From an optimization exercise on the open Yosys and OpenROAD flow, aimed at small area, a short achievable clock period and few clock cycles per item; shortcuts taken in it are not production practice. In this exercise RTL edits were held to simulation tests only and were not proved equivalent to the original. Power and IR drop assume default switching activity.

[flow/design.v]
module fp32_recip #(
  parameter logic [31:0] QNAN = 32'h7FC00001
) (
  input  logic [30:0] mag_i,
  output logic [30:0] mag_o
);
  localparam logic [47:0] OneQ47 = 48'h8000_0000_0000;
  logic [7:0]  e;
  logic [22:0] m;
  logic [22:0] qm;
  logic [8:0]  re;
  always_comb begin
    e     = mag_i[30:23];
    m     = mag_i[22:0];
    qm    = 23'(OneQ47 / {24'd0, 1'b1, m});
    re    = ((m == 23'd0) ? 9'd254 : 9'd253) - {1'b0, e};
    mag_o = {re[7:0], qm};
    if (e == 8'hFF) begin
      mag_o = (m != 23'd0) ? QNAN[30:0] : 31'd0;
    end else if (e == 8'd0) begin
      mag_o = {8'hFF, 23'd0};
    end else if (re[8] || (re == 9'd0)) begin
      mag_o = 31'd0;
    end
  end
endmodule
module fp32_div_pipe #(
  parameter logic [31:0] QNAN         = 32'h7FC00001,
  parameter int unsigned FLUSH_DENORM = 1
) (
  input  logic        clk,
  input  logic        rst_n,
  input  logic        in_valid,
  output logic        in_ready,
  input  logic [31:0] in_a,
  input  logic [31:0] in_b,
  output logic        out_valid,
  input  logic        out_ready,
  output logic [31:0] out_q,
  output logic [3:0]  out_flags
);
  localparam int unsigned ProdW = 48;
  localparam int unsigned ExpW  = 10;
  function automatic logic [2:0] classify(input logic [30:0] x);
    logic nan, inf, zero;
    nan  = (x[30:23] == 8'hFF) && (x[22:0] != 23'd0);
    inf  = (x[30:23] == 8'hFF) && (x[22:0] == 23'd0);
    zero = (x[30:23] == 8'd0) && ((FLUSH_DENORM != 0) || (x[22:0] == 23'd0));
    classify = {nan, inf, zero};
  endfunction
  logic adv;
  logic        s0_valid_q, s1_valid_q, s2_valid_q, out_valid_q;
  logic [30:0] s0_a_q, s0_b_q, s1_a_q, s1_r_q;
  logic        s0_sign_q, s1_sign_q, s2_sign_q;
  logic [2:0]  s0_acls_q, s0_bcls_q, s1_acls_q, s1_bcls_q, s2_acls_q, s2_bcls_q;
  logic        s2_rinf_q, s2_rzero_q;
  logic [ProdW-1:0]       s2_p_q, s2_p_d;
  logic signed [ExpW-1:0] s2_e_q, s2_e_d;
  logic [31:0] out_q_q, q_d;
  logic [3:0]  out_flags_q, flags_d;
  logic [30:0] recip_in_c, recip_out_c;
  logic [23:0] ma_c, mr_c;
  assign adv       = !out_valid_q || out_ready;
  assign in_ready  = adv;
  assign out_valid = out_valid_q;
  assign out_q     = out_q_q;
  assign out_flags = out_flags_q;
  assign recip_in_c = {s0_b_q[30:23], (s0_b_q[30:23] == 8'd0) ? 23'd0 : s0_b_q[22:0]};
  fp32_recip #(.QNAN(QNAN)) u_recip (
    .mag_i (recip_in_c),
    .mag_o (recip_out_c)
  );
  always_comb begin
    ma_c   = {1'b1, s1_a_q[22:0]};
    mr_c   = {1'b1, s1_r_q[22:0]};
    s2_p_d = ProdW'(ma_c) * ProdW'(mr_c);
    s2_e_d = $signed(ExpW'(s1_a_q[30:23])) + $signed(ExpW'(s1_r_q[30:23])) - 10'sd127;
  end
  logic [22:0]            mant_c;
  logic                   guard_c, sticky_c, rnd_c;
  logic [23:0]            sum_c;
  logic signed [ExpW-1:0] exp_pre_c, exp_rnd_c;
  always_comb begin
    q_d     = 32'd0;
    flags_d = 4'd0;
    if (s2_p_q[47]) begin
      mant_c    = s2_p_q[46:24];
      guard_c   = s2_p_q[23];
      sticky_c  = |s2_p_q[22:0];
      exp_pre_c = s2_e_q + 10'sd1;
    end else begin
      mant_c    = s2_p_q[45:23];
      guard_c   = s2_p_q[22];
      sticky_c  = |s2_p_q[21:0];
      exp_pre_c = s2_e_q;
    end
    rnd_c     = guard_c && (sticky_c || mant_c[0]);
    sum_c     = {1'b0, mant_c} + 24'(rnd_c);
    exp_rnd_c = exp_pre_c + $signed(ExpW'(sum_c[23]));
    if (exp_rnd_c >= 10'sd255) begin
      q_d     = {s2_sign_q, 8'hFF, 23'd0};
      flags_d = 4'b0010;
    end else if (exp_rnd_c <= 10'sd0) begin
      q_d     = {s2_sign_q, 31'd0};
      flags_d = 4'b0001;
    end else begin
      q_d     = {s2_sign_q, exp_rnd_c[7:0], sum_c[22:0]};
    end
    if (s2_acls_q[2] || s2_bcls_q[2]) begin
      q_d     = QNAN;
      flags_d = 4'b0000;
    end else if (s2_acls_q[1] && s2_bcls_q[1]) begin
      q_d     = QNAN;
      flags_d = 4'b1000;
    end else if (s2_acls_q[0] && s2_bcls_q[0]) begin
      q_d     = QNAN;
      flags_d = 4'b1000;
    end else if (s2_acls_q[1]) begin
      q_d     = {s2_sign_q, 8'hFF, 23'd0};
      flags_d = 4'b0000;
    end else if (s2_bcls_q[0]) begin
      q_d     = {s2_sign_q, 8'hFF, 23'd0};
      flags_d = 4'b0100;
    end else if (s2_acls_q[0] || s2_bcls_q[1]) begin
      q_d     = {s2_sign_q, 31'd0};
      flags_d = 4'b0000;
    end else if (s2_rinf_q) begin
      q_d     = {s2_sign_q, 8'hFF, 23'd0};
      flags_d = 4'b0010;
    end else if (s2_rzero_q) begin
      q_d     = {s2_sign_q, 31'd0};
      flags_d = 4'b0001;
    end
  end
  always_ff @(posedge clk) begin
    if (!rst_n) begin
      s0_valid_q  <= 1'b0;
      s1_valid_q  <= 1'b0;
      s2_valid_q  <= 1'b0;
      out_valid_q <= 1'b0;
      out_q_q     <= 32'd0;
      out_flags_q <= 4'd0;
    end else if (adv) begin
      s0_valid_q  <= in_valid;
      s1_valid_q  <= s0_valid_q;
      s2_valid_q  <= s1_valid_q;
      out_valid_q <= s2_valid_q;
      if (s2_valid_q) begin
        out_q_q     <= q_d;
        out_flags_q <= flags_d;
      end
    end
  end
  always_ff @(posedge clk) begin
    if (adv) begin
      s0_a_q     <= in_a[30:0];
      s0_b_q     <= in_b[30:0];
      s0_sign_q  <= in_a[31] ^ in_b[31];
      s0_acls_q  <= classify(in_a[30:0]);
      s0_bcls_q  <= classify(in_b[30:0]);
      s1_a_q     <= s0_a_q;
      s1_r_q     <= recip_out_c;
      s1_sign_q  <= s0_sign_q;
      s1_acls_q  <= s0_acls_q;
      s1_bcls_q  <= s0_bcls_q;
      s2_p_q     <= s2_p_d;
      s2_e_q     <= s2_e_d;
      s2_sign_q  <= s1_sign_q;
      s2_acls_q  <= s1_acls_q;
      s2_bcls_q  <= s1_bcls_q;
      s2_rinf_q  <= (s1_r_q[30:23] == 8'hFF) && (s1_r_q[22:0] == 23'd0);
      s2_rzero_q <= (s1_r_q[30:23] == 8'd0);
    end
  end
endmodule
[flow/run.sh]
#!/bin/bash
# synth_recipe.tcl (not shown) runs the flow's synth.tcl, then flattens the netlist and writes it again
# the make line also repeats each setting of config.mk as NAME=value (left out here)
make -C /OpenROAD-flow-scripts/flow DESIGN_CONFIG=/design/flow/config.mk WORK_HOME=/design/flow/orfs CLKGATE_MAP_FILE= SYNTH_SCRIPT=/design/flow/synth_recipe.tcl finish
[flow/config.mk]
export PLATFORM = sky130hd
export DESIGN_NAME = fp32_div_pipe
export DESIGN_NICKNAME = fp32_div_pipe
export VERILOG_FILES = /design/flow/design.v
export SDC_FILE = /design/flow/constraint.sdc
export NUM_CORES = 4
export LEC_CHECK = 0
export CAP_MARGIN = 20
export CORE_MARGIN = 2
export CORE_UTILIZATION = 40
export SLEW_MARGIN = 20
[flow/constraint.sdc]
create_clock -name core_clock -period 125.0 [get_ports {clk}]
set_input_delay 25.0000 -clock core_clock [delete_from_list [all_inputs] [get_ports {clk}]]
set_output_delay 25.0000 -clock core_clock [all_outputs]
set_load 0.01 [all_outputs]
==> summary.md <==
| Metric | Value |
|---|---|
| Skew-Pair Late Insertion Delay | 0.66 ns |
| Hold Path Stages | 0 |
| Share of cells above drive strength 1 | 6.43% |
| Antenna violations before repair | 3 |
| Crit path from | s0_b_q[26]$_DFFE_PN_ |
| Vias per cell | 6.01 |
| Syn Area/Cell | 7.84 sq um |
| Clock sink total | 245 |
| DRC | 0 |
| Post-synth EDFFs | 205 |
| Reg-to-reg slack, setup | 9.43 ns |
| Clk pwr share | 0% |
| Post-Synthesis Cells | 9041 |
| Hold Crit Class | reg2reg |
| Die boundary width | 425 um |
| Largest net degree at the start of global routing | 61 |
| Clk_skew | 0.0381 ns |
| Core Box Area | 176000 sq um |
| Comb pwr share | 99.9% |
| Wire length per cell | 21.1 um |
| Most frequent cells in the layout | nand2_1 (865), nor2_1 (722), ha_1 (719) |
| Maxcap violations | 0 |
| Total CTS buffers | 31 |
| Worst Hold Endpoint | s2_acls_q[1]$_DFFE_PN_ |
| Reg2reg end | s1_r_q[0]$_DFFE_PN_ |
| Worst reg2reg startpoint | s0_b_q[26]$_DFFE_PN_ |
| NetSw | 162 mW |
| Die area | 181000 sq um |
| Site Rows | 154 |
| Cell Int Power | 104 mW |
| Sequential power share | 0.1% |
| Slowest stage delay, CP | 0.70 ns |
| Worst setup margin | 9.43 ns |
| Seq power | 0.298 mW |
| Final WL | 240000 um |
| Reg area | 6960 sq um |
| Crit end category | register |
| H-tree depth | 1 |
| Area growth from synthesis to layout | 7.35% |
| Non-filler cells, final | 11400 |
| First-pass GRT wire length | 371000 um |
| Worst rel slew slack | 24.8% |
| Total grt overflow | 0 |
| Top delay family on crit path | compound AO/OA/AOI/OAI gates |
| Inst Count DP | 11300 |
| CTS clk-pin slew, worst paths | 0.09 ns |
| Crit path launch type | register |
| I/O pins | 106 |
| Multi-input logic area | 60200 sq um |
| Clk power | 0.0939 mW |
| Initial Util | 40.2% |
| P_comb | 266 mW |
| Ys async rst share | 0% |
| Critical path depth | 596 |
| Crit path DAT | 115.97 ns |
| Seq/Total Area, Yosys | 9.82% |
| Crit-path max FO | 56 |
| Worst Setup EP | s1_r_q[0]$_DFFE_PN_ |
| R2R cell count | 596 |
| Power density cells | 3500 nW/um^2 |
| Antenna viol nets, final | 0 |
| PortBufs | 105 |
| Final Hold Viols | 0 |
| Netlist cell types | 154 |
| Top cell by count, worst path | a21o_1 |
| CP max-delay cell | or4_4 |
| Pwr top | combinational cells |
| Register bit count reported by yosys | 245 |
| Setup Slack @ Placement | 5.40 ns |
| Peak VDD IR | 4.22 mV |
| Most common cell after layout, fill and taps aside | nand2_1 |
| Final min period | 115.57 ns |
| Gpl congestion | 0.962 |
| Sw frac | 60.8% |
| Status | finished clean |
| Slew Limit Fails | 0 |
| Tightest Pin Transition | 1.13 ns |
| CTS Root Cell | clkbuf_16 |
| CP Data Required Time | 125.40 ns |
| Fill cells | 17800 |
| Mapped Area | 70900 sq um |
| Hold path startpoint | s1_acls_q[1]$_DFFE_PN_ |
| CTS Buffer Depth | 3 |
| Nets@finish | 10300 |
| Gr usage total | 25.5% |
| Finish-stage setup viols | 0 |
| Vert. Die Dim | 425 um |
| Critical path class | reg2reg |
| Worst path bufs/invs | 24 |
| Period utilization | 92.5% |
| Max Clk Rate | 0.00865 GHz |
| Post-DP HPWL | 185000 um |
| Pleak | 33.1 nW |
| Post-synth top flop | edfxtp_1 |
| CTS tree | done |
| Vias in the first global route | 66000 |
| Yosys Warn Count | 2 |
| TritonRoute pass-1 iters | 7 |
| Via Count | 68500 |
| Initial drt markers | 5640 |
==> stage by stage <==
step | hold WS, ns | power, mW | setup TNS [ns] | utilization (%) | area (sq um)
CTS | 0.417 | 263 | 0 | 42.8 | 75400
floorplan | 0.400 | 285 | 0 | - | 70900
global placement | 0.403 | 261 | 0 | 42.2 | 74400
detailed placement | 0.405 | 262 | 0 | 42.2 | 74400
finish | 0.416 | 266 | 0 | 43.2 | 76100
global route | 0.422 | 274 | -0.222 | 43.2 | 76100
==> cells in the mapped netlist, types with 133 or more instances <==
cell / instances / area [sq um]
a21o_1: 402 / 3020
a21oi_1: 665 / 3330
and2_1: 309 / 1930
clkbuf_1: 221 / 830
edfxtp_1: 205 / 6160
fa_1: 484 / 9690
ha_1: 720 / 9010
inv_1: 691 / 2590
nand2_1: 870 / 3270
nand2b_1: 133 / 832
nand3_1: 218 / 1090
nand4_1: 183 / 1140
nor2_1: 726 / 2730
nor3_1: 243 / 1220
o21a_1: 198 / 1490
o21ai_0: 378 / 1890
xnor2_1: 417 / 3650
xor2_1: 169 / 1480
==> layer usage <==
layer | global-route usage, % | vias to the layer above | part of all wire [%] | wire length, um
li1 | - | 32500 | - | -
met5 | 0 | - | 0.0037 | 9
met4 | 9.61 | 2 | 4.2 | 10100
met3 | 2.44 | 497 | 6.2 | 14800
met2 | 42.5 | 2398 | 46 | 110000
met1 | 34.2 | 33100 | 44 | 106000
==> final cells by class <==
class                      instances  share of cell area [%]
antenna                            1                 0.00329
clock buffer                      45                    1.17
clock inverter                    12                   0.178
inverter                         694                    3.43
multi-input combinational       7785                    79.1
sequential                       245                    9.15
tap                             2340                    3.85
timing repair buffer             271                    3.10
==> sequential cells by signal (all words and copies together), names as in the netlist, 3 cells and up <==
name         count
out_q_q         32
s0_b_q          31
s2_e_q          10
s0_a_q          31
s0_bcls_q        3
s1_r_q          31
s2_bcls_q        3
s1_a_q          31
out_flags_q      4
s1_bcls_q        3
s0_acls_q        3
s1_acls_q        3
s2_p_q          48
s2_acls_q        3
==> kinds of logic (layout without fill, tap and decap cells) <==
group / Yosys count / after routing / synth area share, %
AOI/OAI and AO/OA: 2496 / 2498 / 23.8
xor gates and xnor gates: 594 / 594 / 7.44
other: 1 / 10 / 0.00529
buffers and inverters: 1023 / 1022 / 5.83
muxes: 201 / 201 / 3.09
DFF: 245 / 245 / 9.82
adders and majority gates: 1205 / 1205 / 26.4
and+or+nand+nor: 3276 / 3278 / 23.6
==> timing repair <==
item / 4_1_cts / 5_1_grt
hold buffers: 0 / 0
setup endpoints to repair: 0 / 2
setup buffers: 0 / 43
resized for setup: 0 / 66
Testbench counts, summed over its fixed seeds: cycles 16,032, items 16,000.

re-timing with driven ports:
Ports are ideal in the flow. The routed layout listed here was re-timed in OpenROAD.
Step 1: set_driving_cell puts a clkbuf_16 on clk and a buf_2 on each other input, an assumption about the parent block.
Step 2 moves the port delays by t, midway between the first and last clock arrival at a register: inputs arrive t later, outputs are due t later. That takes back most of the time a late clock gives input paths.
a / b / c = ideal ports / drivers / drivers and shift; a / b = the first two.
t, ns: 0.732
setup slack, ns: 9.433 / 9.433 / 9.433
worst setup path after step 2: register to register
latest minus earliest clock arrival (ns): 0.042 / 0.042
worst slew at a driven data input, ns: 0.06
After both steps setup and hold are still met in this run. For this run, drivers alone change the setup slack by 0.000 ns; drivers and shift together by 0.000 ns.
